From an optimization exercise on the open Yosys and OpenROAD flow, aimed at small area and a short achievable clock period; shortcuts taken in it are not production practice. RTL that was checked went through simulation tests only; none was proved equivalent to the original. The RTL of runs 1 and 2 was laid out without a check of its function. No driver is modelled on the clock port, so clocking that relies on it looks cheaper here than on a real chip. Power figures rest on the tool's default switching activity, not on a simulated workload.

## flow/run.sh

```bash
#!/bin/bash
# Standard layout, with the port buffers made from buf_4 instead of the library's default pick.
set -e
cat >> config.mk <<'CFG'
export BUFFER_PORTS_ARGS = -buffer_cell sky130_fd_sc_hd__buf_4
CFG
bash standard.sh > standard.log 2>&1
```

## standard.sh

```bash
#!/bin/bash
# synth_recipe.tcl (not shown) runs the flow's synth.tcl, then flattens the netlist and writes it again
# the make line also repeats each setting of config.mk as NAME=value (left out here)
make -C /OpenROAD-flow-scripts/flow DESIGN_CONFIG=/design/flow/config.mk WORK_HOME=/design/flow/orfs CLKGATE_MAP_FILE= SYNTH_SCRIPT=/design/flow/synth_recipe.tcl "${@:-finish}"
```

## config.mk

```make
export PLATFORM = sky130hd
export DESIGN_NAME = data_mem_responder
export DESIGN_NICKNAME = data_mem_responder
export VERILOG_FILES = /design/flow/design.v
export SDC_FILE = /design/flow/constraint.sdc
export NUM_CORES = 4
export LEC_CHECK = 0
export CAP_MARGIN = 20
export CORE_MARGIN = 2
export CORE_UTILIZATION = 45
export CTS_CLUSTER_DIAMETER = 80
export CTS_CLUSTER_SIZE = 30
export PLACE_DENSITY = 0.85
export SETUP_SLACK_MARGIN = 2.4
export SLEW_MARGIN = 20
export TNS_END_PERCENT = 100
export BUFFER_PORTS_ARGS = -buffer_cell sky130_fd_sc_hd__buf_4
```

## constraint.sdc

```tcl
create_clock -name core_clock -period 4.6 [get_ports {CLK}]
set_input_delay 0.9200 -clock core_clock [delete_from_list [all_inputs] [get_ports {CLK}]]
set_output_delay 0.9200 -clock core_clock [all_outputs]
set_load 0.01 [all_outputs]
```

## design.v

```verilog
module data_mem_responder #(
    parameter int ADDR_WIDTH = 6
) (
    input  logic        CLK,
    input  logic        reset,
    input  logic [31:0] Addressmem,
    input  logic [31:0] WriteDataMem,
    input  logic        memWrite,
    input  logic        memRead,
    output logic [31:0] ReadDataMem,
    output logic        memReady,
    output logic        memError,
    output logic        memStall,
    output logic [1:0]  fsm_state_o
);
    localparam int DEPTH = 2 ** ADDR_WIDTH;
    logic idle_q, b1_q, b2_q, resp_q;
    logic busy_q, errr_q;
    logic wen_q;                        
    logic [DEPTH-1:0] sel;
    logic [31:0] rdata_q;
    logic [DEPTH*32-1:0] mem_q;
    logic req, err;
    assign req = memRead | memWrite;
    assign err = (Addressmem[1:0] != 2'b00)
               | (Addressmem[31:ADDR_WIDTH+2] != '0)
               | (memRead & memWrite);
    always_ff @(posedge CLK or negedge reset) begin
        if (!reset) begin
            idle_q <= 1'b1;
            b1_q   <= 1'b0;
            b2_q   <= 1'b0;
            resp_q <= 1'b0;
            busy_q <= 1'b0;
            errr_q <= 1'b0;
            wen_q  <= 1'b0;
        end else begin
            idle_q <= (~idle_q & ~b1_q & ~b2_q) | (idle_q & ~req);   
            b1_q   <= idle_q & req;
            b2_q   <= b1_q;
            resp_q <= b2_q;
            busy_q <= (idle_q & req) | b1_q;
            errr_q <= b2_q & err;
            wen_q  <= b1_q & memWrite & ~err;
        end
    end
    always_ff @(posedge CLK) begin
        for (int w = 0; w < DEPTH; w++)
            sel[w] <= (Addressmem[ADDR_WIDTH+1:2] == w[ADDR_WIDTH-1:0]) & ~err;
    end
    always_ff @(posedge CLK) begin
        for (int w = 0; w < DEPTH; w++) begin
            if (wen_q & sel[w]) mem_q[w*32 +: 32] <= WriteDataMem;
        end
    end
    logic [31:0] rd;
    always_comb begin
        rd = '0;
        for (int w = 0; w < DEPTH; w++) rd = rd | ({32{sel[w]}} & mem_q[w*32 +: 32]);
    end
    always_ff @(posedge CLK) begin
        rdata_q <= rd;
    end
    assign ReadDataMem = rdata_q;
    assign memReady    = resp_q;
    assign memError    = errr_q;
    assign memStall    = req & ~resp_q;
    assign fsm_state_o = {resp_q, busy_q};
endmodule
```

==> flow_summary.ini, run 1 <==
[sta]
fin_worst_skew_ps = 57.4
fmax_ghz = 0.390
setup_viol = 0
whs_ps = 416
finalHoldViolations = 0
slew_headroom_pct = 30.2
setup_slack_ps = 2040
rsz0062_at_grt = true
timing.setup.tns_ps = 0
tightest_slew_ps = 1050
fin_crit_sh_pct = 55.7
drv_slew = 0
finalCriticalPeriod_ps = 2560

[synth]
netlist_instances = 3781
yosysSeqAreaShare_pct = 83.5
yosys_register_bits = 2151
syn_nets = 3849
netlist_area_mm2 = 0.0761
synthSimpleGateAreaFrac_pct = 2.51
synth_area_leaders = edfxtp_1, a221oi_1, a22o_1
synth_compound_area_share_pct = 11.8
ys_warn_count = 1
synth_adder_area_share_pct = 0
synth_xor_area_share_pct = 0
synth_top_family_by_area = compound AO/OA/AOI/OAI gates
synthMuxAreaShare_pct = 0
synth_cell_types = 30
yosysTopAreaCell = edfxtp_1
synth_area_per_cell_um2 = 20.1
yosysTopAreaCellShare_pct = 80.8

[setup_path]
arrival_ps = 3180
worst_setup_path_start_kind = register
worst_path_largest_cell_delay_ps = 760
criticalPathCategory = register to register
path_buf_inv = 1
crit_path_max_fanout = 17
cp.required_ps = 5220
slowest_stage = or4_4
cpLargestDelayFamily = simple AND/OR/NAND/NOR gates
end_kind = register
cp_cell_sequence = buf_12 -> a22o_1 -> a221oi_2 -> nand4_1 -> or4_4

[route]
dr.first_iter.drc_count = 8548
ant_nets = 0
avgViaCountPerCell = 6.94
vias = 42666
wire_per_inst_um = 35.6
drc = 0
dr.pass1.iters = 6
routed_wl_um = 218000

[floorplanning]
dieArea_mm2 = 0.173
start_util_pct = 45.4
die_y_um = 415
io_pins = 105
num_rows = 150
fp.dieW_um = 415
coreArea_mm2 = 0.168

[finish]
fin_util_pct = 50.0
nets = 3934
top_register = mem_q
layout_commonest_cell = edfxtp_1
mostFrequentLayoutCells = edfxtp_1, a22o_1, a221oi_1
drive_above_1_share_pct = 16.7
largest_register_ffs = 2048
fill_cells = 12218
area_delta_synth_final_pct = 9.98
reg.largest.list = mem_q x2048, sel x64, rdata_q x32

[power]
ir_worst_vdd_v = 0.000324
p_leak_nw = 25.9
power.total_mw = 31.4
power_density_mw_per_mm2 = 374

[global_route]
grt_pass1_vias = 41117
grt_max_degree = 65
grt_use_total_pct = 23.9
grt_pass1_wl_um = 299000
overflow = 0
antenna_found_initial = 19

[clocking]
insertion_delay_ps = 740
tritoncts = yes
cts_max_level = 3
clock_sinks = 2151
clk_pin_slew_ps = 110
cts_root_buffer = clkbuf_16
numCtsBuffers = 83
cts.path.max_buffers = 3

[job]
maxCapViolCount = 0

[placed_design]
dpl_worst_slack_ps = 1110
finalWeightedCongestion = 0.881
io_buffers = 104
hpwl_um = 118000

[status]
status = timing/DRC/antenna clean

[hold_path]
hp-class = register to register
[metrics by stage]
stage,instances,area [µm²]
after floorplan,3781,76100
after global placement,5922,78900
after detailed placement,5924,78900
after CTS,6111,82900
after global routing,6139,83700
final,6144,83700
[worst paths after layout]
check	depth (start not counted)	endpoint	slack [ps]	start
max	5	rdata_q[29]$_DFF_P_	2040	sel[49]$_DFF_P_
min	0	resp_q$_DFF_PN0_	420	b2_q$_DFF_PN0_
max reg2reg	5	rdata_q[29]$_DFF_P_	2040	sel[49]$_DFF_P_
min reg2reg	0	resp_q$_DFF_PN0_	420	b2_q$_DFF_PN0_
max in group asynchronous	2	idle_q$_DFF_PN1_	3880	reset
min in group asynchronous	2	b2_q$_DFF_PN0_	520	reset
[final cells by class]
| cell class | instances | area [µm²] | area share [%] |
|---|---|---|---|
| sequential | 2151 | 63800 | 76.2 |
| multi-input combinational | 1359 | 12000 | 14.3 |
| tap | 2204 | 2760 | 3.29 |
| timing repair buffer | 270 | 2590 | 3.09 |
| clock buffer | 141 | 2340 | 2.79 |
| clock inverter | 13 | 198 | 0.236 |
| antenna | 5 | 12.5 | 0.0149 |
| inverter | 1 | 3.75 | 0.00448 |
[layer usage]
layer  track usage, %  part of all wire, %  vias to the layer above  routed length (µm)
met5                0                0.033                        -                  73
met4             13.1                  7.4                       10               16100
met3             7.07                   16                      882               34400
met2             38.0                   46                     4325              100000
met1             29.4                   31                    21084               67700
li1                 -                    -                    16365                   -
[logic make-up (layout without fill, tap and decap cells)]
kind of cell / count (synthesis) / count (layout)
compound gates: 1026 / 1026
buf+inv: 272 / 425
flops: 2151 / 2151
other cells: 0 / 5
simple gates: 332 / 333
[power by group]
part	leakage (nW)	switching, mW	internal [mW]
sequential	19.3	0.0161	21.4
clock	1.20	5.76	3.71
combinational	5.35	0.399	0.0864
total	25.9	6.18	25.2
[worst reg2reg max path, cell delays in order (launching register included)]
cell and delay [ps]:
dfxtp_4 370, buf_12 170, a22o_1 270, a221oi_2 220, nand4_1 650, or4_4 760
[synth_stat cells]
library cell	instances
edfxtp_1	2048
a221oi_1	510
a22o_1	508
clkbuf_1	159
nand4_1	130
dfxtp_1	96
nor2_1	72
and2_1	65
buf_6	62
buf_2	37
or4_1	32
nand2_1	9
nand3_1	7
dfrtp_1	6
nor4_1	6
clkbuf_8	5
nor2b_1	5
a22o_2	4
buf_4	4
buf_8	3
a221oi_2	2
and3_1	2
nand4b_1	2
a211oi_1	1
and4_1	1
clkbuf_4	1
dfstp_2	1
inv_1	1
nand2b_1	1
o21ai_0	1
[timing repair]
item,4_1_cts,5_1_grt
setup buffers,26,25
pin swaps,71,67
endpoints found under the hold margin,6,0
hold buffers,1,0
resized for setup,317,109
cloned,6,3
setup endpoints to repair,1963,121
==> inputs of run 2 (changes only) <==
--- a/config.mk
+++ b/config.mk
@@ -5,13 +5,12 @@
 export SDC_FILE = /design/flow/constraint.sdc
 export NUM_CORES = 4
 export LEC_CHECK = 0
-export CAP_MARGIN = 20
+export CAP_MARGIN = 40
 export CORE_MARGIN = 2
 export CORE_UTILIZATION = 45
 export CTS_CLUSTER_DIAMETER = 80
 export CTS_CLUSTER_SIZE = 30
-export PLACE_DENSITY = 0.85
 export SETUP_SLACK_MARGIN = 2.4
-export SLEW_MARGIN = 20
+export SLEW_MARGIN = 70
 export TNS_END_PERCENT = 100
 export BUFFER_PORTS_ARGS = -buffer_cell sky130_fd_sc_hd__buf_4
==> run 2 against run 1 <==
  * Cell count increased by 4.7%
  * Power increased by 4.6%
  * Largest cell class unchanged
  * Flip-flop and latch count unchanged
  * Via count decreased by 2.6%
  * Highest routed layer unchanged
  * Core utilization increased by 4.0 points
  * Wire length increased by 3.8%
  * Critical path type unchanged
==> flow_summary.ini, run 2 <==
[clocking]
cts.path.max_buffers = 3
cts_root_buffer = clkbuf_16
clock_sinks = 2151
tritoncts = yes
cts_max_level = 3
numCtsBuffers = 97
clk_pin_slew_ps = 110
insertion_delay_ps = 770

[sta]
drv_slew = 0
finalCriticalPeriod_ps = 2360
rsz0062_at_grt = true
fin_worst_skew_ps = 47.3
fmax_ghz = 0.425
timing.setup.tns_ps = 0
tightest_slew_ps = 502
setup_slack_ps = 2240
finalHoldViolations = 0
fin_crit_sh_pct = 51.2
slew_headroom_pct = 66.5
setup_viol = 0

[setup_path]
cp.depth = 7
worst_setup_path_start_kind = register
crit_path_max_fanout = 6
regToRegEndpoint = rdata_q[13]$_DFF_P_
r2r_cells = 7
rrSetupSlack_ps = 2240
worst_path_largest_cell_delay_ps = 480
criticalPathCategory = register to register
timing.rr.start = sel[63]$_DFF_P_
cpLargestDelayFamily = simple AND/OR/NAND/NOR gates
cp_cell_sequence = buf_12 -> a22o_1 -> a221oi_2 -> buf_2 -> nand4_1 -> buf_6 -> or4_4
cp.required_ps = 5230
end_kind = register
arrival_ps = 2980
slowest_stage = or4_4
path_buf_inv = 3

[floorplanning]
start_util_pct = 45.4
die_y_um = 415
fp.dieW_um = 415
num_rows = 150
coreArea_mm2 = 0.168
io_pins = 105
dieArea_mm2 = 0.173

[status]
status = timing/DRC/antenna clean

[synth]
synth_adder_area_share_pct = 0
synthSimpleGateAreaFrac_pct = 2.51
synth_cell_types = 30
synth_compound_area_share_pct = 11.8
yosysTopAreaCellShare_pct = 80.8
synth.top_cells.by_count = edfxtp_1, a221oi_1, a22o_1
ys.flop_type = edfxtp_1
yosysTopAreaCell = edfxtp_1
netlist_instances = 3781
ys_warn_count = 1
synthMuxAreaShare_pct = 0
synth_area_leaders = edfxtp_1, a221oi_1, a22o_1
synth_top_family_by_area = compound AO/OA/AOI/OAI gates
syn_nets = 3849
synth_area_per_cell_um2 = 20.1
netlist_area_mm2 = 0.0761
yosys_register_bits = 2151
synth-edff-count = 2048
synth_xor_area_share_pct = 0
yosysSeqAreaShare_pct = 83.5
async_flop_share_pct = 0.325
synth_most_common_cell = edfxtp_1

[power]
p_leak_nw = 28.8
ir_worst_vdd_v = 0.000295
power_density_mw_per_mm2 = 363

[placed_design]
finalWeightedCongestion = 0.857
hpwl_um = 142000
dpl_worst_slack_ps = 1880
place_area_mm2 = 0.0835
io_buffers = 104

[global_route]
grt_pass1_wl_um = 312000
grt_use_total_pct = 25.5
overflow = 0
grt_pass1_vias = 39402
antenna_found_initial = 25
grt_max_degree = 65

[route]
dr.pass1.iters = 5
routed_wl_um = 227000
wire_per_inst_um = 35.3
vias = 41571
avgViaCountPerCell = 6.46
ant_nets = 0
drc = 0
dr.first_iter.drc_count = 5318

[finish]
mostFrequentLayoutCells = edfxtp_1, a22o_1, a221oi_1
top_register = mem_q
reg.largest.list = mem_q x2048, sel x64, rdata_q x32
drive_above_1_share_pct = 24.0
area_delta_synth_final_pct = 18.8
stdcell_area_mm2 = 0.0904
fin_util_pct = 54.0
nets = 4207
largest_register_ffs = 2048
layout_commonest_cell = edfxtp_1

[hold_path]
holdPathStages = 2
hp-class = primary input to register
hp-start = memWrite
min_to = wen_q$_DFF_PN0_

[job]
maxCapViolCount = 0
run 2: cell counts after synthesis:
Identical to the previous run, type by type.
run 2: what timing repair did:
action / CTS / global route
pin swaps: 74 / 92
gates cloned: 9 / 10
setup buffers: 52 / 13
endpoints found under the setup margin: 64 / 62
resized for setup: 333 / 120
hold buffers: 1 / 0
endpoints found under the hold margin: 6 / 0
run 2: layout make-up:
class	count	area, µm²
flip-flops and latches	2151	63800
repair buffers	530	8230
inverters	1	3.75
clock inverters	52	668
multi-input cells	1358	12300
fillers	12593	77200
clock buffers	127	2640
well taps	2204	2760
diodes	10	25.0
run 2: routing by layer:
metal,share of wire [%],GRT usage [%],vias to the layer above
met5,0.017,0,-
met4,3.1,6.80,6
met3,8.8,4.10,319
met2,48,41.2,2178
met1,40,36.1,22052
li1,-,-,17016
run 2: cell families (layout without fill, tap and decap cells):
kind of cell | count (synthesis) | count (layout)
AO/OA/AOI/OAI | 1026 | 1026
buffers and inverters | 272 | 710
AND/OR/NAND/NOR | 332 | 332
flip-flops | 2151 | 2151
other | 0 | 10
run 2: power breakdown:
| part | switching, mW | leakage [nW] | internal (mW) |
|---|---|---|---|
| clock network | 6.41 | 1.60 | 4.46 |
| logic | 0.402 | 7.87 | 0.153 |
| registers | 0.0147 | 19.3 | 21.4 |
run 2: metrics by stage:
stage / hold WS [ps] / std cells / total power, mW
2_1_floorplan: 367 / 3781 / 21.9
3_3_place_gp: 377 / 5908 / 22.3
3_5_place_dp: 395 / 6132 / 22.4
4_1_cts: 384 / 6373 / 32.8
5_1_grt: 403 / 6424 / 33.5
6_report: 419 / 6433 / 32.8
run 2: worst max path at each step:
stage / from / endpoint / slack [ps]
after floorplan: Addressmem[9] / sel[16]$_DFF_P_ / 2490
after global placement: Addressmem[17] / sel[27]$_DFF_P_ / 1410
after detailed placement: Addressmem[21] / sel[47]$_DFF_P_ / 1880
after CTS: resp_q$_DFF_PN0_ / memStall / 2230
after global routing: resp_q$_DFF_PN0_ / memStall / 2200
final: sel[63]$_DFF_P_ / rdata_q[13]$_DFF_P_ / 2240
==> inputs of run 3 (changes only) <==
--- a/design.v
+++ b/design.v
@@ -53,13 +53,21 @@
             if (wen_q & sel[w]) mem_q[w*32 +: 32] <= WriteDataMem;
         end
     end
-    logic [31:0] rd;
+    localparam int HALF = DEPTH / 2;
+    logic [31:0] rd_lo, rd_hi;
+    logic [31:0] part_lo_q, part_hi_q;
     always_comb begin
-        rd = '0;
-        for (int w = 0; w < DEPTH; w++) rd = rd | ({32{sel[w]}} & mem_q[w*32 +: 32]);
+        rd_lo = '0;
+        rd_hi = '0;
+        for (int w = 0; w < HALF; w++) begin
+            rd_lo = rd_lo | ({32{sel[w]}} & mem_q[w*32 +: 32]);
+            rd_hi = rd_hi | ({32{sel[HALF+w]}} & mem_q[(HALF+w)*32 +: 32]);
+        end
     end
     always_ff @(posedge CLK) begin
-        rdata_q <= rd;
+        part_lo_q <= rd_lo;
+        part_hi_q <= rd_hi;
+        rdata_q   <= part_lo_q | part_hi_q;
     end
     assign ReadDataMem = rdata_q;
     assign memReady    = resp_q;
--- a/config.mk
+++ b/config.mk
@@ -5,12 +5,12 @@
 export SDC_FILE = /design/flow/constraint.sdc
 export NUM_CORES = 4
 export LEC_CHECK = 0
-export CAP_MARGIN = 40
+export CAP_MARGIN = 20
 export CORE_MARGIN = 2
 export CORE_UTILIZATION = 45
 export CTS_CLUSTER_DIAMETER = 80
 export CTS_CLUSTER_SIZE = 30
 export SETUP_SLACK_MARGIN = 2.4
-export SLEW_MARGIN = 70
+export SLEW_MARGIN = 20
 export TNS_END_PERCENT = 100
 export BUFFER_PORTS_ARGS = -buffer_cell sky130_fd_sc_hd__buf_4
==> run 3 against run 2 <==
  * Still clean on timing, DRC and antenna
  * Via count decreased by 3.1%
  * Clock-buffer cell count decreased by 3
  * Sequential power increased by 3%
  * Synthesized area increased by 1.9%
  * Clock skew decreased by 7.6 ps
  * Power increased by 3.3%
  * Clock power increased by 5%
  * Worst setup slack improved by 61 ps
  * Core utilization decreased by 4.8 points
  * Largest power group unchanged
==> flow_summary.ini, run 3 <==
[power]
internal_power_mw = 26.8
p_sw_share_pct = 20.9
pwr-share-seq_pct = 64.8
ir_worst_vdd_v = 0.000348
clockPowerShare_pct = 33.6
power_switching_mw = 7.08
p_leak_nw = 25.6
power_frac_comb_pct = 1.5
power_density_mw_per_mm2 = 402

[setup_path]
worst_setup_path_start_kind = register
r2r_cells = 4
end_kind = primary output
crit_path_max_fanout = 3
arrival_ps = 1370
criticalPathCategory = register to primary output
cp.required_ps = 3680

[floorplanning]
num_rows = 152
fp.dieW_um = 419
coreArea_mm2 = 0.172
dieArea_mm2 = 0.176
io_pins = 105
die_y_um = 419
start_util_pct = 45.2

[sta]
timing.setup.tns_ps = 0
finalCriticalPeriod_ps = 2290
fmax_ghz = 0.436
drv_slew = 0
fin_worst_skew_ps = 39.6
finalHoldViolations = 0
tightest_slew_ps = 1080
fin_crit_sh_pct = 49.9
slew_headroom_pct = 27.8
setup_viol = 0
rsz0062_at_grt = true

[synth]
synth_area_per_cell_um2 = 19.2
synth.top_cells.by_count = edfxtp_1, a22oi_1, nand4_1
synth_most_common_cell = edfxtp_1
async_flop_share_pct = 0.316
yosysTopAreaCellShare_pct = 79.3
syn_nets = 4114
synth_cell_types = 31
ys.flop_type = edfxtp_1
yosysSeqAreaShare_pct = 83.6
yosys_register_bits = 2215
synth_area_leaders = edfxtp_1, a22oi_1, dfxtp_1
synth-edff-count = 2048
yosysTopAreaCell = edfxtp_1
netlist_instances = 4046
netlist_area_mm2 = 0.0776
ys_warn_count = 1

[finish]
top_register = mem_q
area_delta_synth_final_pct = 8.76
nets = 4149
largest_register_ffs = 2048
fin_util_pct = 49.2
layout_commonest_cell = edfxtp_1
reg.largest.list = mem_q x2048, sel x64
fill_cells = 14055
mostFrequentLayoutCells = edfxtp_1, a22oi_1, nand4_1
drive_above_1_share_pct = 13.2

[route]
avgViaCountPerCell = 6.20
ant_nets = 0
routed_wl_um = 217000
vias = 40286
dr.pass1.iters = 5
drc = 0
dr.first_iter.drc_count = 5952
wire_per_inst_um = 33.3

[global_route]
antenna_found_initial = 31
overflow = 0
grt_pass1_wl_um = 297000
grt_pass1_vias = 38054
grt_max_degree = 67
grt_use_total_pct = 24.1

[clocking]
clock_sinks = 2215
cts.path.max_buffers = 3
cts_root_buffer = clkbuf_16
numCtsBuffers = 101
tritoncts = yes
insertion_delay_ps = 770
clk_pin_slew_ps = 110
cts_max_level = 3

[placed_design]
io_buffers = 104
finalWeightedCongestion = 0.811
hpwl_um = 123000

[hold_path]
hp-class = primary input to register
holdPathStages = 3

[status]
status = timing/DRC/antenna clean

[job]
maxCapViolCount = 0
==> run 3: worst paths after layout <==
| check | start | endpoint | slack (ps) |
|---|---|---|---|
| min in group asynchronous | reset | wen_q$_DFF_PN0_ | 490 |
| min | memWrite | wen_q$_DFF_PN0_ | 410 |
| max reg2reg | sel[1]$_DFF_P_ | part_lo_q[27]$_DFF_P_ | 2330 |
| max | resp_q$_DFF_PN0_ | memStall | 2310 |
| min reg2reg | b2_q$_DFF_PN0_ | resp_q$_DFF_PN0_ | 450 |
| max in group asynchronous | reset | idle_q$_DFF_PN1_ | 3880 |
==> run 3: final cells by class <==
cell class | count | area [µm²] | share of cell area [%]
flip-flops and latches | 2215 | 64900 | 76.9
clock inverters | 67 | 810 | 0.959
well taps | 2310 | 2890 | 3.43
clock buffers | 124 | 2730 | 3.23
multi-input cells | 1575 | 11500 | 13.6
repair buffers | 187 | 1500 | 1.77
inverters | 1 | 3.75 | 0.00445
diodes | 17 | 42.5 | 0.0504
==> run 3: logic make-up (layout without fill, tap and decap cells) <==
logic type | count (synthesis) | after routing | share of synthesized area [%]
flip-flops | 2215 | 2215 | 83.6
AO/OA/AOI/OAI | 1027 | 1027 | 9.96
AND/OR/NAND/NOR | 527 | 548 | 4.38
buffers and inverters | 277 | 379 | 2.03
other | 0 | 17 | 0
==> run 3: repair_timing <==
item / in CTS / in global routing
pin swaps: 8 / 12
setup endpoints to repair: 2101 / 576
endpoints found under the hold margin: 6 / 0
hold buffers: 1 / 0
buffers inserted: 1 / 0
cloned: 2 / 19
gates resized for setup: 85 / 38
==> run 3: per-stage QoR <==
step                instances  total power [mW]  hold WS [ps]  area, µm²  worst slack (ps)
floorplan                4046              22.5           375      77600              2580
global placement         6263              22.9           406      80400              1290
detailed placement       6264              23.0           418      80400              1310
CTS                      6459              34.0           378      84100              2250
global route             6483              34.7           392      84300              2230
finish                   6496              33.9           410      84400              2310
==> run 3: power groups by stage <==
stage / logic (mW) / clock network, mW / registers, mW
floorplan: 0.0479 / 0 / 22.4
CTS: 0.523 / 11.5 / 22.0
detailed placement: 0.519 / 0 / 22.4
global route: 0.542 / 12.2 / 22.0
global placement: 0.501 / 0 / 22.4
finish: 0.517 / 11.4 / 22.0
==> run 3: critical path: stages, from the launching register on <==
cell and delay (ps):
dfrtp_1 410, nor2_1 90, buf_4 130
==> run 3: routing by layer <==
layer / GRT usage (%) / routed length (µm)
met1: 33.3 / 85500
met2: 39.4 / 107000
met3: 3.59 / 17000
met4: 7.61 / 7450
met5: 0 / 26
==> inputs of run 4 (changes only) <==
==> flow/run.sh (replaced) <==
#!/bin/bash
# Standard layout, with the port buffers made from buf_4 instead of the library's default pick,
# and a clock tree of smaller sink clusters built without dummy balancing loads.
set -e
cat >> config.mk <<'CFG'
export BUFFER_PORTS_ARGS = -buffer_cell sky130_fd_sc_hd__buf_4
export CTS_ARGS = -sink_clustering_enable -repair_clock_nets -sink_clustering_size 25 -sink_clustering_max_diameter 60 -dont_use_dummy_load
CFG
bash standard.sh > standard.log 2>&1
--- a/config.mk
+++ b/config.mk
@@ -7,10 +7,9 @@
 export LEC_CHECK = 0
 export CAP_MARGIN = 20
 export CORE_MARGIN = 2
-export CORE_UTILIZATION = 45
-export CTS_CLUSTER_DIAMETER = 80
-export CTS_CLUSTER_SIZE = 30
+export CORE_UTILIZATION = 62
 export SETUP_SLACK_MARGIN = 2.4
 export SLEW_MARGIN = 20
 export TNS_END_PERCENT = 100
 export BUFFER_PORTS_ARGS = -buffer_cell sky130_fd_sc_hd__buf_4
+export CTS_ARGS = -sink_clustering_enable -repair_clock_nets -sink_clustering_size 25 -sink_clustering_max_diameter 60 -dont_use_dummy_load
==> run 4 against run 3 <==
  * Power increased by 0.19%
  * Sequential power about the same
  * First-iteration DRC count increased by 6.4%
  * Cell count decreased by 11%
  * Register-to-register slack improved by 20 ps
  * Core utilization increased by 18 points
  * Wire length increased by 0.43%
  * Synthesized area unchanged
  * Critical endpoint unchanged
==> flow_summary.ini, run 4 <==
[status]
status = timing/DRC/antenna clean

[synth]
netlist_area_mm2 = 0.0776
synth-edff-count = 2048
synth_area_per_cell_um2 = 19.2
syn_nets = 4114
yosysSeqAreaShare_pct = 83.6
netlist_instances = 4046
synth_area_leaders = edfxtp_1, a22oi_1, dfxtp_1
yosysTopAreaCell = edfxtp_1
async_flop_share_pct = 0.316
synth_cell_types = 31
synth_most_common_cell = edfxtp_1
ys_warn_count = 1
yosysTopAreaCellShare_pct = 79.3
ys.flop_type = edfxtp_1
synth.top_cells.by_count = edfxtp_1, a22oi_1, nand4_1
yosys_register_bits = 2215

[placed_design]
finalWeightedCongestion = 0.904
hpwl_um = 133000
io_buffers = 104
dpl_worst_slack_ps = 1440

[hold_path]
hp-class = register to register
min_to = rdata_q[1]$_DFF_P_
holdPathStages = 1
hp-start = part_lo_q[1]$_DFF_P_

[route]
wire_per_inst_um = 37.5
ant_nets = 0
dr.first_iter.drc_count = 6335
dr.pass1.iters = 8
routed_wl_um = 217000
vias = 41184
drc = 0
avgViaCountPerCell = 7.10

[global_route]
grt_max_degree = 67
grt_use_total_pct = 34.3
grt_pass1_wl_um = 300000
grt_pass1_vias = 39278
overflow = 0
antenna_found_initial = 29

[finish]
multi_input_area_mm2 = 0.0113
fill_cells = 8062
regArea_mm2 = 0.0650
mostFrequentLayoutCells = edfxtp_1, a22oi_1, nand4_1
drive_above_1_share_pct = 12.8
top_register = mem_q
reg.largest.list = mem_q x2048, sel x64
largest_register_ffs = 2048
fin_util_pct = 67.6
nets = 4203
area_delta_synth_final_pct = 7.96
layout_commonest_cell = edfxtp_1

[clocking]
cts_root_buffer = clkbuf_16
tritoncts = yes
numCtsBuffers = 142
cts.path.max_buffers = 3
clock_sinks = 2215
insertion_delay_ps = 810
cts_max_level = 4
clk_pin_slew_ps = 90

[sta]
finalCriticalPeriod_ps = 2340
slew_headroom_pct = 24.3
rsz0062_at_grt = true
whs_ps = 419
timing.setup.tns_ps = 0
fin_crit_sh_pct = 51.0
tightest_slew_ps = 1140
fmax_ghz = 0.427
drv_slew = 0
setup_viol = 0
setup_slack_ps = 2260
finalHoldViolations = 0
fin_worst_skew_ps = 44.7

[floorplanning]
num_rows = 129
coreArea_mm2 = 0.124
dieArea_mm2 = 0.128
start_util_pct = 62.6
io_pins = 105
die_y_um = 358
fp.dieW_um = 358

[setup_path]
end_kind = primary output
startpoint = resp_q$_DFF_PN0_
regToRegEndpoint = part_lo_q[3]$_DFF_P_
path_buf_inv = 1
worst_setup_path_start_kind = register
timing.rr.start = sel[31]$_DFF_P_
criticalPathCategory = register to primary output
rrSetupSlack_ps = 2350
arrival_ps = 1420
cp.required_ps = 3680
cpLargestDelayFamily = flip-flops
slowest_stage = dfrtp_1
r2r_cells = 4
crit_path_max_fanout = 3
worst_path_largest_cell_delay_ps = 410
cp_cell_sequence = nor2_1 -> buf_4

[power]
ir_worst_vdd_v = 0.000433
power.total_mw = 34.0
power_density_mw_per_mm2 = 406
p_leak_nw = 25.7

[job]
maxCapViolCount = 0
[run 4: where the power goes]
part	internal, mW	leakage [nW]	switching (mW)
Combinational	0.0784	4.19	0.464
Clock	5.47	1.75	5.98
Sequential	22.0	19.8	0.0151
[run 4: area by class of cell]
| class | instances | share of cell area [%] |
|---|---|---|
| antenna | 28 | 0.0837 |
| multi-input combinational | 1554 | 13.5 |
| inverter | 1 | 0.00448 |
| timing repair buffer | 221 | 2.16 |
| sequential | 2215 | 77.6 |
| tap | 1637 | 2.45 |
| clock buffer | 142 | 4.24 |
[run 4: cells by family (layout without fill, tap and decap cells)]
family	count (synthesis)	after routing	synth area share (%)
AO/OA/AOI/OAI	1027	1027	9.96
buffers and inverters	277	364	2.03
flip-flops	2215	2215	83.6
other	0	28	0
AND/OR/NAND/NOR	527	527	4.38
[run 4: how the worst max path moves through the flow]
stage | end | slack [ps] | cells after the start
2_1_floorplan | memStall | 2580 | 2
6_report | memStall | 2260 | 2
3_5_place_dp | sel[4]$_DFF_P_ | 1440 | 4
4_1_cts | memStall | 2200 | 2
5_1_grt | memStall | 2200 | 2
3_3_place_gp | sel[4]$_DFF_P_ | 1440 | 4
[run 4: what timing repair did]
action                                  CTS  global route
hold buffers                              1             0
resized for setup                       131            19
endpoints found under the hold margin     6             0
setup endpoints to repair              1503           256
gates cloned                              0             0
pin swaps                                14             5
setup buffers                             8             0
[run 4: stage by stage]
| step | instance area (µm²) | std cells |
|---|---|---|
| after detailed placement | 79700 | 5619 |
| after global placement | 79700 | 5619 |
| after global routing | 83700 | 5783 |
| after CTS | 83600 | 5770 |
| final | 83800 | 5798 |
| after floorplan | 77600 | 4046 |
[run 4: routing by layer]
metal / wire length [µm] / vias up / track usage [%]
li1: - / 17025 / -
met1: 78100 / 21314 / 45.9
met2: 105000 / 2457 / 54.9
met3: 21600 / 376 / 6.22
met4: 12400 / 12 / 17.1
met5: 90 / - / 0
==> inputs of run 5 (changes only) <==
==> flow/run.sh (replaced) <==
#!/bin/bash
# Standard layout, with the port buffers made from buf_4 instead of the library's default pick,
# and a clock tree built without dummy balancing loads.
set -e
cat >> config.mk <<'CFG'
export BUFFER_PORTS_ARGS = -buffer_cell sky130_fd_sc_hd__buf_4
export CTS_ARGS = -sink_clustering_enable -repair_clock_nets -sink_clustering_size 30 -sink_clustering_max_diameter 80 -dont_use_dummy_load
CFG
bash standard.sh > standard.log 2>&1
==> config.mk (replaced) <==
export PLATFORM = sky130hd
export DESIGN_NAME = data_mem_responder
export DESIGN_NICKNAME = data_mem_responder
export VERILOG_FILES = /design/flow/design.v
export SDC_FILE = /design/flow/constraint.sdc
export NUM_CORES = 4
export LEC_CHECK = 0
export CAP_MARGIN = 20
export CORE_MARGIN = 2
export CORE_UTILIZATION = 45
export CTS_CLUSTER_DIAMETER = 80
export CTS_CLUSTER_SIZE = 30
export SETUP_SLACK_MARGIN = 2.25
export SLEW_MARGIN = 20
export TNS_END_PERCENT = 100
export BUFFER_PORTS_ARGS = -buffer_cell sky130_fd_sc_hd__buf_4
export CTS_ARGS = -sink_clustering_enable -repair_clock_nets -sink_clustering_size 30 -sink_clustering_max_diameter 80 -dont_use_dummy_load
==> run 5 against run 4 <==
  * Sequential share of layout area up 0.60 points
  * Wire length down 2.3%
  * Sequential power about the same
  * Cell count up 10%
  * Largest power group unchanged
  * Largest cell class unchanged
==> flow_summary.ini, run 5 <==
[clocking]
clock_sinks = 2215
cts.path.max_buffers = 3
cts_root_buffer = clkbuf_16
cts_max_level = 3
numCtsBuffers = 101
tritoncts = yes
clk_pin_slew_ps = 110
insertion_delay_ps = 770

[sta]
finalHoldViolations = 0
slew_headroom_pct = 28.4
timing.setup.tns_ps = 0
fin_worst_skew_ps = 95.9
whs_ps = 421
fin_crit_sh_pct = 56.7
rsz0062_at_grt = true
finalCriticalPeriod_ps = 2610
fmax_ghz = 0.384
drv_slew = 0
setup_viol = 0
tightest_slew_ps = 1070

[global_route]
antenna_found_initial = 42
grt_pass1_wl_um = 295000
grt_max_degree = 67
grt_pass1_vias = 38013
overflow = 0
grt_use_total_pct = 23.9

[finish]
largest_register_ffs = 2048
drive_above_1_share_pct = 10.5
area_delta_synth_final_pct = 6.98
nets = 4127
reg.largest.list = mem_q x2048, sel x64
mostFrequentLayoutCells = edfxtp_1, a22oi_1, nand4_1
layout_commonest_cell = edfxtp_1
fin_cells = 6380
fin_util_pct = 48.4
top_register = mem_q

[route]
routed_wl_um = 212000
drc = 0
vias = 39761
avgViaCountPerCell = 6.23
ant_nets = 0
dr.first_iter.drc_count = 5653
wire_per_inst_um = 33.3
dr.pass1.iters = 6

[synth]
netlist_area_mm2 = 0.0776
yosysTopAreaCell = edfxtp_1
ys_warn_count = 1
synth_cell_types = 31
synth_most_common_cell = edfxtp_1
netlist_instances = 4046
yosysTopAreaCellShare_pct = 79.3
yosysSeqAreaShare_pct = 83.6
ys.flop_type = edfxtp_1
yosys_register_bits = 2215
synth.top_cells.by_count = edfxtp_1, a22oi_1, nand4_1
syn_nets = 4114
synth_area_leaders = edfxtp_1, a22oi_1, dfxtp_1
synth-edff-count = 2048
synth_area_per_cell_um2 = 19.2
async_flop_share_pct = 0.316

[floorplanning]
dieArea_mm2 = 0.176
io_pins = 105
die_y_um = 419
num_rows = 152
fp.dieW_um = 419
start_util_pct = 45.2
coreArea_mm2 = 0.172

[hold_path]
hp-class = primary input to register

[setup_path]
slowest_stage = and2_2
cp_cell_sequence = buf_4 -> and2_2
cpLargestDelayFamily = simple AND/OR/NAND/NOR gates
arrival_ps = 2970
cp.required_ps = 4960
path_buf_inv = 1
end_kind = register
worst_setup_path_start_kind = register
crit_path_max_fanout = 40
worst_path_largest_cell_delay_ps = 840
criticalPathCategory = register to register

[placed_design]
io_buffers = 104
dp.cells = 6264
hpwl_um = 123000
finalWeightedCongestion = 0.811

[job]
maxCapViolCount = 0

[power]
power_density_mw_per_mm2 = 388
p_leak_nw = 25.0
power.total_mw = 32.2
ir_worst_vdd_v = 0.000319

[status]
status = timing/DRC/antenna clean
## run 5: cell counts after synthesis
No cell type changed its count.
## run 5: kinds of logic after synthesis
family / count (synthesis) / share of synthesized area [%]
DFF: 2215 / 83.6
buffers and inverters: 277 / 2.03
AOI/OAI and AO/OA: 1027 / 9.96
and+or+nand+nor: 527 / 4.38
## run 5: per-layer routing
metal  global-route usage (%)  wire length [µm]
met1                     33.1             83900
met2                     39.4            104000
met3                     3.36             17200
met4                     7.35              7100
met5                        0                64
## run 5: final timing paths
kind	startpoint	end	slack, ps	cells after the start
worst max-delay path	wen_q$_DFF_PN0_	mem_q[574]$_DFFE_PP_	1990	2
worst min-delay path	memWrite	wen_q$_DFF_PN0_	420	3
worst max register to register	wen_q$_DFF_PN0_	mem_q[574]$_DFFE_PP_	1990	2
worst min register to register	part_lo_q[28]$_DFF_P_	rdata_q[28]$_DFF_P_	440	1
max in group asynchronous	reset	idle_q$_DFF_PN1_	3840	2
min in group asynchronous	reset	wen_q$_DFF_PN0_	490	2
## run 5: tightest hold or removal path, cell delays in order
cell and delay, ps:
buf_4 120, nand2_1 50, nor4_1 60
## run 5: through the flow
stage / cell area, µm² / setup WS [ps]
final: 83000 / 1990
after global routing: 83000 / 1980
after CTS: 82900 / 2040
after detailed placement: 80400 / 1310
after global placement: 80400 / 1290
after floorplan: 77600 / 2580
## run 5: final cells by class
| class | instances | area [µm²] |
|---|---|---|
| flip-flops and latches | 2215 | 64900 |
| multi-input cells | 1554 | 11200 |
| well taps | 2310 | 2890 |
| clock buffers | 101 | 2530 |
| fillers | 14145 | 88500 |
| inverters | 1 | 3.75 |
| repair buffers | 186 | 1410 |
| diodes | 13 | 32.5 |
## run 5: repair_timing
item                                   4_1_cts  5_1_grt
setup buffers                                0        0
endpoints found under the hold margin        6        0
setup endpoints to repair                 2029      606
gates cloned                                 0        0
pin swaps                                    3        4
hold buffers                                 1        0
gates resized for setup                     19        9
## run 5: report_power, final
group / switching, mW / internal (mW) / total (mW)
Clock: 5.82 / 3.92 / 9.74
Combinational: 0.440 / 0.0720 / 0.512
Sequential: 0.0148 / 22.0 / 22.0
==> inputs of run 6 (changes only) <==
--- a/config.mk
+++ b/config.mk
@@ -10,7 +10,7 @@
 export CORE_UTILIZATION = 45
 export CTS_CLUSTER_DIAMETER = 80
 export CTS_CLUSTER_SIZE = 30
-export SETUP_SLACK_MARGIN = 2.25
+export SETUP_SLACK_MARGIN = 2.8
 export SLEW_MARGIN = 20
 export TNS_END_PERCENT = 100
 export BUFFER_PORTS_ARGS = -buffer_cell sky130_fd_sc_hd__buf_4
==> run 6 against run 5 <==
  * Still clean on timing, DRC and antenna
  * Clock-buffer cell count up 1
  * First-iteration DRC count up 21%
  * Cell area up 8.2%
  * Wire length up 9.4%
  * Combinational power up 3.9%
  * Synthesized cell count unchanged
  * Sequential power about the same
  * Clock power up 1%
  * Flip-flop and latch count unchanged
  * Cell count up 5.5%
  * Clock skew up 8.6 ps
  * Worst setup slack better by 330 ps
==> flow_summary.ini, run 6 <==
[finish]
top_register = mem_q
stdcell_area_mm2 = 0.0898
drive_above_1_share_pct = 25.9
fin_util_pct = 52.4
nets = 4480
layout_commonest_cell = edfxtp_1
area_delta_synth_final_pct = 15.8
largest_register_ffs = 2048
mostFrequentLayoutCells = edfxtp_1, a22oi_1, nand4_1
reg.largest.list = mem_q x2048, sel x64
fin_cells = 6731

[route]
drc = 0
vias = 42470
routed_wl_um = 232000
dr.pass1.iters = 6
avgViaCountPerCell = 6.31
ant_nets = 0
wire_per_inst_um = 34.5
dr.first_iter.drc_count = 6818

[setup_path]
arrival_ps = 1360
startpoint = resp_q$_DFF_PN0_
worst_setup_path_start_kind = register
cp.required_ps = 3680
timing.rr.start = sel[40]$_DFF_P_
end_kind = primary output
crit_path_max_fanout = 3
criticalPathCategory = register to primary output

[sta]
rsz0062_at_grt = true
setup_viol = 0
whs_ps = 406
timing.setup.tns_ps = 0
slew_headroom_pct = 29.1
finalCriticalPeriod_ps = 2280
drv_slew = 0
fin_worst_skew_ps = 105
tightest_slew_ps = 1060
setup_slack_ps = 2320
finalHoldViolations = 0
fmax_ghz = 0.438
fin_crit_sh_pct = 49.6

[placed_design]
dp.cells = 6275
io_buffers = 104
finalWeightedCongestion = 0.806
place_area_mm2 = 0.0807
hpwl_um = 121000
dpl_worst_slack_ps = 1380

[clocking]
cts_max_level = 3
cts_root_buffer = clkbuf_16
clk_pin_slew_ps = 120
tritoncts = yes
insertion_delay_ps = 780
numCtsBuffers = 102
cts.path.max_buffers = 3
clock_sinks = 2215

[hold_path]
hp-start = part_hi_q[16]$_DFF_P_
hp-class = register to register

[floorplanning]
coreArea_mm2 = 0.172
fp.dieW_um = 419
dieArea_mm2 = 0.176
num_rows = 152
io_pins = 105
start_util_pct = 45.2
die_y_um = 419

[synth]
synth_area_per_cell_um2 = 19.2
yosysSeqAreaShare_pct = 83.6
syn_nets = 4114
netlist_instances = 4046
ys_warn_count = 1
async_flop_share_pct = 0.316
synth_most_common_cell = edfxtp_1
synth-edff-count = 2048
synth.top_cells.by_count = edfxtp_1, a22oi_1, nand4_1
yosysTopAreaCellShare_pct = 79.3
synth_area_leaders = edfxtp_1, a22oi_1, dfxtp_1
netlist_area_mm2 = 0.0776
yosys_register_bits = 2215
yosysTopAreaCell = edfxtp_1
ys.flop_type = edfxtp_1
synth_cell_types = 31

[global_route]
overflow = 0
grt_pass1_vias = 40311
grt_use_total_pct = 26.1
antenna_found_initial = 23
grt_max_degree = 66
grt_pass1_wl_um = 319000

[power]
power_switching_mw = 6.34
p_leak_nw = 27.6
clockPowerShare_pct = 30.4
power_density_mw_per_mm2 = 360
power_frac_comb_pct = 1.6
pwr-share-seq_pct = 67.9
p_sw_share_pct = 19.6
ir_worst_vdd_v = 0.000289
power.total_mw = 32.3
internal_power_mw = 26.0

[status]
status = timing/DRC/antenna clean

[job]
maxCapViolCount = 0
## run 6: worst max-delay path: stages, from the launching register on
cell and delay, ps:
dfrtp_1 420, nor2_4 90, buf_6 100
## run 6: power by group through the flow
stage          combinational (mW)  sequential [mW]  clock, mW
6_report                    0.532             22.0       9.84
5_1_grt                     0.552             22.0       10.5
4_1_cts                     0.532             22.0       9.88
3_5_place_dp                0.522             22.4          0
3_3_place_gp                0.501             22.4          0
2_1_floorplan              0.0515             22.4          0
## run 6: worst paths after layout
path	endpoint	slack, ps	cells past startpoint
setup / recovery	memStall	2320	2
hold / removal	rdata_q[16]$_DFF_P_	410	1
setup reg to reg	part_hi_q[27]$_DFF_P_	2530	6
hold reg to reg	rdata_q[16]$_DFF_P_	410	1
max in group asynchronous	idle_q$_DFF_PN1_	3850	2
min in group asynchronous	wen_q$_DFF_PN0_	520	2
## run 6: cell families after synthesis
family          count (synthesis)  synth area share, %
flops                        2215                 83.6
simple gates                  527                 4.38
buf+inv                       277                 2.03
compound gates               1027                 9.96
## run 6: what timing repair did
action                      CTS  global route
hold endpoints to repair      6             0
setup endpoints to repair  2198           220
setup buffers               225            38
hold buffers                  1             0
gates resized for setup     695            96
cloned                       77             2
pin swaps                   223           121
## run 6: routing by layer
| layer | track usage, % | up-vias | share of wire, % |
|---|---|---|---|
| met5 | 0 | - | 0.0099 |
| met4 | 9.25 | 4 | 4.2 |
| met3 | 3.30 | 323 | 8.2 |
| met2 | 42.7 | 2171 | 49 |
| met1 | 36.1 | 22346 | 39 |
| li1 | - | 17626 | - |
## run 6: cell type report
class                           count  area (µm²)
Antenna cell                       11        27.5
Clock buffer                      102        2550
Fill cell                       13508       81700
Inverter                            1        3.75
Multi-Input combinational cell   1604       13200
Sequential cell                  2215       65100
Tap cell                         2310        2890
Timing Repair Buffer              488        6070
==> inputs of run 7 (changes only) <==
--- a/config.mk
+++ b/config.mk
@@ -7,10 +7,10 @@
 export LEC_CHECK = 0
 export CAP_MARGIN = 20
 export CORE_MARGIN = 2
-export CORE_UTILIZATION = 45
+export CORE_UTILIZATION = 62
 export CTS_CLUSTER_DIAMETER = 80
 export CTS_CLUSTER_SIZE = 30
-export SETUP_SLACK_MARGIN = 2.8
+export SETUP_SLACK_MARGIN = 2.4
 export SLEW_MARGIN = 20
 export TNS_END_PERCENT = 100
 export BUFFER_PORTS_ARGS = -buffer_cell sky130_fd_sc_hd__buf_4
==> run 7 against run 6 <==
  * Flip-flop and latch count is the same
  * Worst hold slack lost 13 ps
  * Sequential power is essentially flat
  * Clock power shrank 7.4%
  * Critical path depth grew 1
  * Sequential share of layout area grew 6.3 points
  * Clock-buffer cell count shrank 12
  * Fmax shrank 1.3%
  * Largest cell class unchanged
  * Synthesized cell count is the same
  * Wire length shrank 6.6%
  * Non-clock buffer count shrank 259
  * Cell area shrank 8.2%
==> flow_summary.ini, run 7 <==
[synth]
netlist_area_mm2 = 0.0776
synth_area_per_cell_um2 = 19.2
synth-edff-count = 2048
netlist_instances = 4046
yosys_register_bits = 2215
synth.top_cells.by_count = edfxtp_1, a22oi_1, nand4_1
async_flop_share_pct = 0.316
yosysTopAreaCell = edfxtp_1
ys_warn_count = 1
yosysSeqAreaShare_pct = 83.6
synth_cell_types = 31
synth_area_leaders = edfxtp_1, a22oi_1, dfxtp_1
syn_nets = 4114
yosysTopAreaCellShare_pct = 79.3
synth_most_common_cell = edfxtp_1
ys.flop_type = edfxtp_1

[setup_path]
timing.rr.start = sel[47]$_DFF_P_
worst_setup_path_start_kind = register
crit_end = part_hi_q[25]$_DFF_P_
startpoint = sel[47]$_DFF_P_
criticalPathCategory = register to register
crit_path_max_fanout = 17
r2r_cells = 3
arrival_ps = 2910
regToRegEndpoint = part_hi_q[25]$_DFF_P_
cp.required_ps = 5190
rrSetupSlack_ps = 2290
end_kind = register

[route]
avgViaCountPerCell = 7.09
dr.pass1.iters = 6
routed_wl_um = 217000
ant_nets = 0
dr.first_iter.drc_count = 6248
vias = 40763
wire_per_inst_um = 37.8
drc = 0

[clocking]
numCtsBuffers = 90
tritoncts = yes
clock_sinks = 2215
insertion_delay_ps = 720
cts_root_buffer = clkbuf_16
cts.path.max_buffers = 3
cts_max_level = 3
clk_pin_slew_ps = 110

[hold_path]
hp-start = part_hi_q[2]$_DFF_P_
hp-class = register to register

[placed_design]
hpwl_um = 133000
finalWeightedCongestion = 0.904
dp.cells = 5619
io_buffers = 104

[sta]
slew_headroom_pct = 24.7
fin_worst_skew_ps = 45.0
setup_viol = 0
drv_slew = 0
finalHoldViolations = 0
tightest_slew_ps = 1130
fmax_ghz = 0.432
fin_crit_sh_pct = 50.3
finalCriticalPeriod_ps = 2310
timing.setup.tns_ps = 0
rsz0062_at_grt = true

[power]
p_leak_nw = 25.1
power_density_mw_per_mm2 = 384
power.total_mw = 31.6
ir_worst_vdd_v = 0.000356

[finish]
drive_above_1_share_pct = 11.6
reg.largest.list = mem_q x2048, sel x64
fin_util_pct = 66.5
fin_cells = 5746
largest_register_ffs = 2048
area_delta_synth_final_pct = 6.25
mostFrequentLayoutCells = edfxtp_1, a22oi_1, nand4_1
top_register = mem_q
layout_commonest_cell = edfxtp_1
nets = 4159

[global_route]
grt_pass1_wl_um = 297000
grt_pass1_vias = 38741
antenna_found_initial = 28
overflow = 0
grt_max_degree = 67
grt_use_total_pct = 33.9

[floorplanning]
dieArea_mm2 = 0.128
die_y_um = 358
num_rows = 129
coreArea_mm2 = 0.124
io_pins = 105
start_util_pct = 62.6
fp.dieW_um = 358

[status]
status = timing/DRC/antenna clean

[job]
maxCapViolCount = 0
-- run 7: cell types whose count changed in the layout (fill, tap and decap cells not counted), moves of 31 or more --
| cell | change |
|---|---|
| dfxtp_4 | -31 |
| buf_6 | -85 |
| dfxtp_1 | +51 |
| and2_4 | -96 |
| a22oi_1 | +211 |
| a22oi_2 | -211 |
| buf_12 | -101 |
-- run 7: final cells by class --
class	count	area [µm²]
antenna	20	50.0
clock buffer	90	2250
fill	8195	41500
inverter	1	3.75
multi-input combinational	1554	11300
sequential	2215	65000
tap	1637	2050
timing repair buffer	229	1810
-- run 7: kinds of logic after synthesis --
kind of cell | share of synthesized area [%]
flip-flops | 83.6
AO/OA/AOI/OAI | 9.96
AND/OR/NAND/NOR | 4.38
buffers and inverters | 2.03
-- run 7: worst min path at each step --
stage	to	slack, ps	depth (start not counted)
after floorplan	resp_q$_DFF_PN0_	370	0
after global routing	rdata_q[2]$_DFF_P_	420	1
final	rdata_q[2]$_DFF_P_	390	1
after CTS	rdata_q[2]$_DFF_P_	400	1
after global placement	resp_q$_DFF_PN0_	400	0
after detailed placement	resp_q$_DFF_PN0_	400	0
-- run 7: repair_timing --
action                                   CTS  global route
pin swaps                                 15             9
hold endpoints to repair                   2             0
cloned                                     0             0
endpoints found under the setup margin  1306           181
resized for setup                         95            24
buffers inserted                           8             8
hold buffers                               1             0
-- run 7: layer usage --
layer	track usage (%)	part of all wire, %
met5	0	0.041
met4	16.7	5.6
met3	6.84	9.8
met2	54.8	49
met1	44.5	36
-- run 7: critical path, stage by stage, from the launching register on --
cell and delay (ps):
dfxtp_2 460, a22oi_1 360, nand4_1 670, or4_1 710
-- run 7: report_power, final --
part / switching [mW] / total [mW] / internal (mW)
registers: 0.0136 / 22.0 / 22.0
logic: 0.464 / 0.537 / 0.0737
clock network: 5.58 / 9.11 / 3.52
total: 6.06 / 31.6 / 25.6
-- run 7: through the flow --
| step | setup WS, ps | instance area, µm² | hold slack, ps |
|---|---|---|---|
| floorplan | 2580 | 77600 | 375 |
| global placement | 1440 | 79700 | 404 |
| detailed placement | 1440 | 79700 | 399 |
| CTS | 2330 | 82300 | 402 |
| global route | 2330 | 82400 | 420 |
| finish | 2290 | 82400 | 393 |
==> inputs of run 8 (changes only) <==
--- a/config.mk
+++ b/config.mk
@@ -7,7 +7,7 @@
 export LEC_CHECK = 0
 export CAP_MARGIN = 20
 export CORE_MARGIN = 2
-export CORE_UTILIZATION = 62
+export CORE_UTILIZATION = 45
 export CTS_CLUSTER_DIAMETER = 80
 export CTS_CLUSTER_SIZE = 30
 export SETUP_SLACK_MARGIN = 2.4
==> run 8 against run 7 <==
  * Clock-buffer cell count grew 11
  * Still clean
  * Sequential power is essentially flat
  * Critical path type unchanged
  * Flip-flop and latch count unchanged
  * Global-route usage fell by 9.6 points
  * Largest cell class unchanged
  * Wire length up 0.18%
  * Register-to-register slack barely moved
  * Fmax rose by 0.35%
==> flow_summary.ini, run 8 <==
[status]
status = timing/DRC/antenna clean

[clocking]
insertion_delay_ps = 780
cts.path.max_buffers = 3
cts_root_buffer = clkbuf_16
tritoncts = yes
numCtsBuffers = 101
clk_pin_slew_ps = 110
clock_sinks = 2215
cts_max_level = 3

[sta]
tightest_slew_ps = 1060
setup_viol = 0
fmax_ghz = 0.434
finalHoldViolations = 0
timing.setup.tns_ps = 0
rsz0062_at_grt = true
whs_ps = 407
fin_worst_skew_ps = 96.3
drv_slew = 0
finalCriticalPeriod_ps = 2310
setup_slack_ps = 2290
fin_crit_sh_pct = 50.1
slew_headroom_pct = 29.2

[power]
internal_power_mw = 26.0
power_frac_comb_pct = 1.6
power_switching_mw = 6.28
pwr-share-seq_pct = 68.2
clockPowerShare_pct = 30.2
p_sw_share_pct = 19.5
ir_worst_vdd_v = 0.000317
power_density_mw_per_mm2 = 387
p_leak_nw = 25.1

[global_route]
overflow = 0
grt_pass1_wl_um = 299000
grt_use_total_pct = 24.3
grt_max_degree = 67
antenna_found_initial = 40
grt_pass1_vias = 38225

[route]
dr.pass1.iters = 6
dr.first_iter.drc_count = 6039
vias = 40333
drc = 0
wire_per_inst_um = 33.9
ant_nets = 0
avgViaCountPerCell = 6.29
routed_wl_um = 218000

[setup_path]
end_kind = register
crit_path_max_fanout = 22
worst_setup_path_start_kind = register
arrival_ps = 2920
r2r_cells = 4
cp.required_ps = 5210
criticalPathCategory = register to register

[synth]
synth_most_common_cell = edfxtp_1
synth.top_cells.by_count = edfxtp_1, a22oi_1, nand4_1
yosysTopAreaCell = edfxtp_1
ys.flop_type = edfxtp_1
yosys_register_bits = 2215
netlist_area_mm2 = 0.0776
synth_cell_types = 31
ys_warn_count = 1
async_flop_share_pct = 0.316
yosysTopAreaCellShare_pct = 79.3
synth_area_per_cell_um2 = 19.2
synth_area_leaders = edfxtp_1, a22oi_1, dfxtp_1
yosysSeqAreaShare_pct = 83.6
syn_nets = 4114
synth-edff-count = 2048
netlist_instances = 4046

[floorplanning]
die_y_um = 419
start_util_pct = 45.2
num_rows = 152
io_pins = 105
dieArea_mm2 = 0.176
fp.dieW_um = 419
coreArea_mm2 = 0.172

[placed_design]
hpwl_um = 123000
dp.cells = 6264
place_area_mm2 = 0.0804
io_buffers = 104
dpl_worst_slack_ps = 1310
finalWeightedCongestion = 0.811

[finish]
fill_cells = 14115
area_delta_synth_final_pct = 7.45
layout_commonest_cell = edfxtp_1
largest_register_ffs = 2048
nets = 4153
multi_input_area_mm2 = 0.0115
fin_cells = 6410
regArea_mm2 = 0.0649
top_register = mem_q
reg.largest.list = mem_q x2048, sel x64
stdcell_area_mm2 = 0.0834
mostFrequentLayoutCells = edfxtp_1, a22oi_1, nand4_1
drive_above_1_share_pct = 11.7

[hold_path]
holdPathStages = 3
hp-class = primary input to register

[job]
maxCapViolCount = 0
==> run 8: cell counts after synthesis <==
Identical to the previous run, type by type.
==> run 8: timing repair <==
item / in CTS / in global routing
pin swaps: 12 / 7
gates cloned: 17 / 8
endpoints found under the hold margin: 6 / 0
gates resized for setup: 96 / 20
setup endpoints to repair: 2101 / 191
hold buffers: 1 / 0
buffers inserted: 1 / 0
==> run 8: final timing paths <==
kind / slack [ps] / endpoint / startpoint
worst max-delay path: 2290 / part_lo_q[29]$_DFF_P_ / sel[26]$_DFF_P_
worst min-delay path: 410 / wen_q$_DFF_PN0_ / memWrite
worst max register to register: 2290 / part_lo_q[29]$_DFF_P_ / sel[26]$_DFF_P_
worst min register to register: 440 / rdata_q[28]$_DFF_P_ / part_lo_q[28]$_DFF_P_
max in group asynchronous: 3850 / idle_q$_DFF_PN1_ / reset
min in group asynchronous: 480 / wen_q$_DFF_PN0_ / reset
==> run 8: through the flow <==
stage,utilization [%],power (mW)
global placement,46.8,22.9
finish,48.6,32.2
global route,48.6,33.0
CTS,48.5,32.3
floorplan,-,22.5
detailed placement,46.9,23.0
==> run 8: metal layers <==
layer / part of all wire [%] / wire length, µm / up-vias / track usage (%)
li1: - / - / 16909 / -
met2: 49 / 106000 / 1887 / 39.9
met5: 0.053 / 115 / - / 0
met4: 3.4 / 7470 / 16 / 7.56
met3: 7.9 / 17300 / 278 / 3.48
met1: 40 / 86300 / 21243 / 33.7
==> run 8: power groups by stage <==
stage | sequential, mW | clock, mW | combinational (mW)
2_1_floorplan | 22.4 | 0 | 0.0479
3_3_place_gp | 22.4 | 0 | 0.501
3_5_place_dp | 22.4 | 0 | 0.519
4_1_cts | 22.0 | 9.80 | 0.521
5_1_grt | 22.0 | 10.4 | 0.540
6_report | 22.0 | 9.75 | 0.517
==> run 8: cell type report <==
type | instances | area share [%]
flip-flops and latches | 2215 | 77.9
multi-input cells | 1579 | 13.8
well taps | 2310 | 3.47
clock buffers | 101 | 3.03
repair buffers | 187 | 1.75
diodes | 17 | 0.0510
inverters | 1 | 0.00450
==> run 8: cells by family (layout without fill, tap and decap cells) <==
group                  count (synthesis)  after routing  share of synthesized area, %
buffers and inverters                277            289                          2.03
AOI/OAI and AO/OA                   1027           1027                          9.96
and+or+nand+nor                      527            552                          4.38
DFF                                 2215           2215                          83.6
other                                  0             17                             0
==> run 8: worst max-delay path, cell delays in order, from the launching register on <==
cell,delay (ps)
dfxtp_1,560
buf_4,360
a22oi_1,240
nand4_1,380
or4_1,620
==> inputs of run 9 (changes only) <==
==> flow/run.sh (replaced) <==
#!/bin/bash
# Standard layout, with the port buffers made from buf_4 instead of the library's default pick,
# a clock tree built without dummy balancing loads, and a second setup repair after CTS.
set -e
cat >> config.mk <<CFG
export BUFFER_PORTS_ARGS = -buffer_cell sky130_fd_sc_hd__buf_4
export CTS_ARGS = -sink_clustering_enable -repair_clock_nets -sink_clustering_size 30 -sink_clustering_max_diameter 80 -dont_use_dummy_load
export POST_CTS_TCL = $PWD/flow/post_cts.tcl
CFG
bash standard.sh > standard.log 2>&1
==> flow/post_cts.tcl (new file) <==
# Second setup-repair pass after CTS, then legalize again.
estimate_parasitics -placement
repair_timing -setup -setup_margin 2.4 -repair_tns 100 -verbose
detailed_placement
check_placement -verbose
estimate_parasitics -placement
report_worst_slack
--- a/config.mk
+++ b/config.mk
@@ -7,7 +7,7 @@
 export LEC_CHECK = 0
 export CAP_MARGIN = 20
 export CORE_MARGIN = 2
-export CORE_UTILIZATION = 45
+export CORE_UTILIZATION = 62
 export CTS_CLUSTER_DIAMETER = 80
 export CTS_CLUSTER_SIZE = 30
 export SETUP_SLACK_MARGIN = 2.4
@@ -15,3 +15,4 @@
 export TNS_END_PERCENT = 100
 export BUFFER_PORTS_ARGS = -buffer_cell sky130_fd_sc_hd__buf_4
 export CTS_ARGS = -sink_clustering_enable -repair_clock_nets -sink_clustering_size 30 -sink_clustering_max_diameter 80 -dont_use_dummy_load
+export POST_CTS_TCL = /design/flow/flow/post_cts.tcl
==> run 9 against run 8 <==
  * Global-route usage increased by 9.6 points
  * Synthesized cell count unchanged
  * Clock skew shrank 51 ps
  * First-iteration DRC count is 3.5% higher
  * Combinational power grew 3.9%
  * Worst hold slack got worse by 14 ps
  * Sequential power barely moved
  * Non-clock buffer count grew 42
  * Via count is 1.1% higher
  * Cell area shrank 1.1%
  * Fmax decreased by 0.35%
  * Largest cell class unchanged
  * Largest power group unchanged
  * Highest routed layer unchanged
==> flow_summary.ini, run 9 <==
[status]
status = timing/DRC/antenna clean

[power]
ir_worst_vdd_v = 0.000356
power_density_mw_per_mm2 = 384
power_frac_comb_pct = 1.7
pwr-share-seq_pct = 69.5
internal_power_mw = 25.6
clockPowerShare_pct = 28.8
p_leak_nw = 25.1
p_sw_share_pct = 19.2
power_switching_mw = 6.06

[sta]
fin_crit_sh_pct = 50.3
finalCriticalPeriod_ps = 2310
setup_viol = 0
slew_headroom_pct = 24.7
rsz0062_at_grt = true
timing.setup.tns_ps = 0
finalHoldViolations = 0
drv_slew = 0
fmax_ghz = 0.432
tightest_slew_ps = 1130
fin_worst_skew_ps = 45.0

[synth]
yosysSeqAreaShare_pct = 83.6
yosys_register_bits = 2215
yosysTopAreaCellShare_pct = 79.3
synth_most_common_cell = edfxtp_1
yosysTopAreaCell = edfxtp_1
synth-edff-count = 2048
netlist_instances = 4046
netlist_area_mm2 = 0.0776
synth_area_leaders = edfxtp_1, a22oi_1, dfxtp_1
synth_cell_types = 31
synth_area_per_cell_um2 = 19.2
ys_warn_count = 1
ys.flop_type = edfxtp_1
async_flop_share_pct = 0.316
syn_nets = 4114
synth.top_cells.by_count = edfxtp_1, a22oi_1, nand4_1

[clocking]
clk_pin_slew_ps = 110
clock_sinks = 2215
insertion_delay_ps = 720
tritoncts = yes

[setup_path]
crit_path_max_fanout = 17
startpoint = sel[47]$_DFF_P_
cp_cell_sequence = a22oi_1 -> nand4_1 -> or4_1
timing.rr.start = sel[47]$_DFF_P_
slowest_stage = or4_1
worst_path_largest_cell_delay_ps = 710
criticalPathCategory = register to register
arrival_ps = 2910
r2r_cells = 3
worst_setup_path_start_kind = register
regToRegEndpoint = part_hi_q[25]$_DFF_P_
cp.required_ps = 5190
end_kind = register
rrSetupSlack_ps = 2290

[placed_design]
hpwl_um = 133000
io_buffers = 104
finalWeightedCongestion = 0.904

[finish]
top_register = mem_q
layout_commonest_cell = edfxtp_1
nets = 4159
drive_above_1_share_pct = 11.6
reg.largest.list = mem_q x2048, sel x64
fill_cells = 8195
area_delta_synth_final_pct = 6.25
largest_register_ffs = 2048
mostFrequentLayoutCells = edfxtp_1, a22oi_1, nand4_1
fin_util_pct = 66.5

[route]
vias = 40763
routed_wl_um = 217000
wire_per_inst_um = 37.8
dr.pass1.iters = 6
ant_nets = 0
dr.first_iter.drc_count = 6248
avgViaCountPerCell = 7.09
drc = 0

[global_route]
grt_pass1_wl_um = 297000
overflow = 0
grt_max_degree = 67
grt_use_total_pct = 33.9
grt_pass1_vias = 38741
antenna_found_initial = 28

[hold_path]
hp-class = register to register
min_to = rdata_q[2]$_DFF_P_
hp-start = part_hi_q[2]$_DFF_P_
holdPathStages = 1

[floorplanning]
die_y_um = 358
fp.dieW_um = 358
io_pins = 105
num_rows = 129
coreArea_mm2 = 0.124
start_util_pct = 62.6
dieArea_mm2 = 0.128

[job]
maxCapViolCount = 0
==> run 9: area by class of cell <==
| class | count | area [µm²] | share of cell area (%) |
|---|---|---|---|
| diodes | 20 | 50.0 | 0.0607 |
| flip-flops and latches | 2215 | 65000 | 78.8 |
| inverters | 1 | 3.75 | 0.00455 |
| multi-input cells | 1554 | 11300 | 13.7 |
| clock buffers | 90 | 2250 | 2.73 |
| well taps | 1637 | 2050 | 2.48 |
| repair buffers | 229 | 1810 | 2.19 |
==> run 9: power by group through the flow <==
stage / logic (mW) / clock network, mW / registers [mW]
finish: 0.537 / 9.11 / 22.0
global route: 0.553 / 9.81 / 22.0
detailed placement: 0.534 / 0 / 22.4
global placement: 0.514 / 0 / 22.4
floorplan: 0.0479 / 0 / 22.4
==> run 9: kinds of logic (layout without fill, tap and decap cells) <==
group	count (synthesis)	count (layout)	synth area share, %
compound gates	1027	1027	9.96
buf+inv	277	320	2.03
flops	2215	2215	83.6
other cells	0	20	0
simple gates	527	527	4.38
==> run 9: worst max-delay path by stage <==
stage                                       end  slack [ps]  cells past startpoint
after floorplan                        memStall        2580                      2
after global routing                   memStall        2330                      2
after global placement           sel[4]$_DFF_P_        1440                      4
after detailed placement         sel[4]$_DFF_P_        1440                      4
final                     part_hi_q[25]$_DFF_P_        2290                      3
==> run 9: stage by stage <==
stage | cell area [µm²] | hold WS [ps] | cells | power [mW] | setup WS (ps)
2_1_floorplan | 77600 | 375 | 4046 | 22.5 | 2580
3_3_place_gp | 79700 | 404 | 5619 | 23.0 | 1440
3_5_place_dp | 79700 | 399 | 5619 | 23.0 | 1440
5_1_grt | 82400 | 420 | 5734 | 32.3 | 2330
6_report | 82400 | 393 | 5746 | 31.6 | 2290
==> run 9: per-layer routing <==
layer / vias to the layer above / wire length (µm) / GRT usage (%) / share of wire [%]
met3: 346 / 21300 / 6.84 / 9.8
li1: 16884 / - / - / -
met1: 21216 / 77900 / 44.5 / 36
met2: 2303 / 106000 / 54.8 / 49
met5: - / 90 / 0 / 0.041
met4: 14 / 12100 / 16.7 / 5.6
==> run 9: worst max-delay path: cells and delay by family, from the launching register on <==
kind | cells | cell delay, ps
AOI/OAI and AO/OA | 1 | 360
DFF | 1 | 460
and+or+nand+nor | 2 | 1380

==> afterwards: timing with drivers on the ports <==
How much do the figures lean on ideal ports? The routed layouts below were timed once more, with nothing changed but the port constraints.
Step 1, drivers: a clkbuf_16 drives CLK and a buf_2 each remaining input, both assumed.
Step 2, shift: input delay + t, output delay - t, t = (earliest + latest rising clock arrival at the registers) / 2. This alone moves slack from input paths to output paths.
Three values: ideal, step 1, step 2; two values: the first two.
run	t (ns)	slack for setup (ns)	slew at the worst register clock pin (ns)
run 1	0.786	2.039 / 2.039 / 1.737	0.12 / 0.12
run 2	0.831	2.245 / 2.184 / 1.835	0.12 / 0.12
run 3	0.839	2.305 / 2.221 / 1.710	0.12 / 0.12
run 4	0.857	2.255 / 2.179 / 1.760	0.09 / 0.09
run 5	0.810	1.993 / 1.993 / 1.462	0.12 / 0.12
run 6	0.814	2.318 / 2.241 / 2.184	0.12 / 0.12
run 7	0.770	2.287 / 2.287 / 1.682	0.11 / 0.11
run 8	0.817	2.295 / 2.262 / 1.663	0.12 / 0.12
run 9	0.770	2.287 / 2.287 / 1.682	0.11 / 0.11
After both steps every run listed still meets setup and hold. For run 8, which loses most, drivers alone change the setup slack by -0.033 ns; drivers and shift together by -0.632 ns.
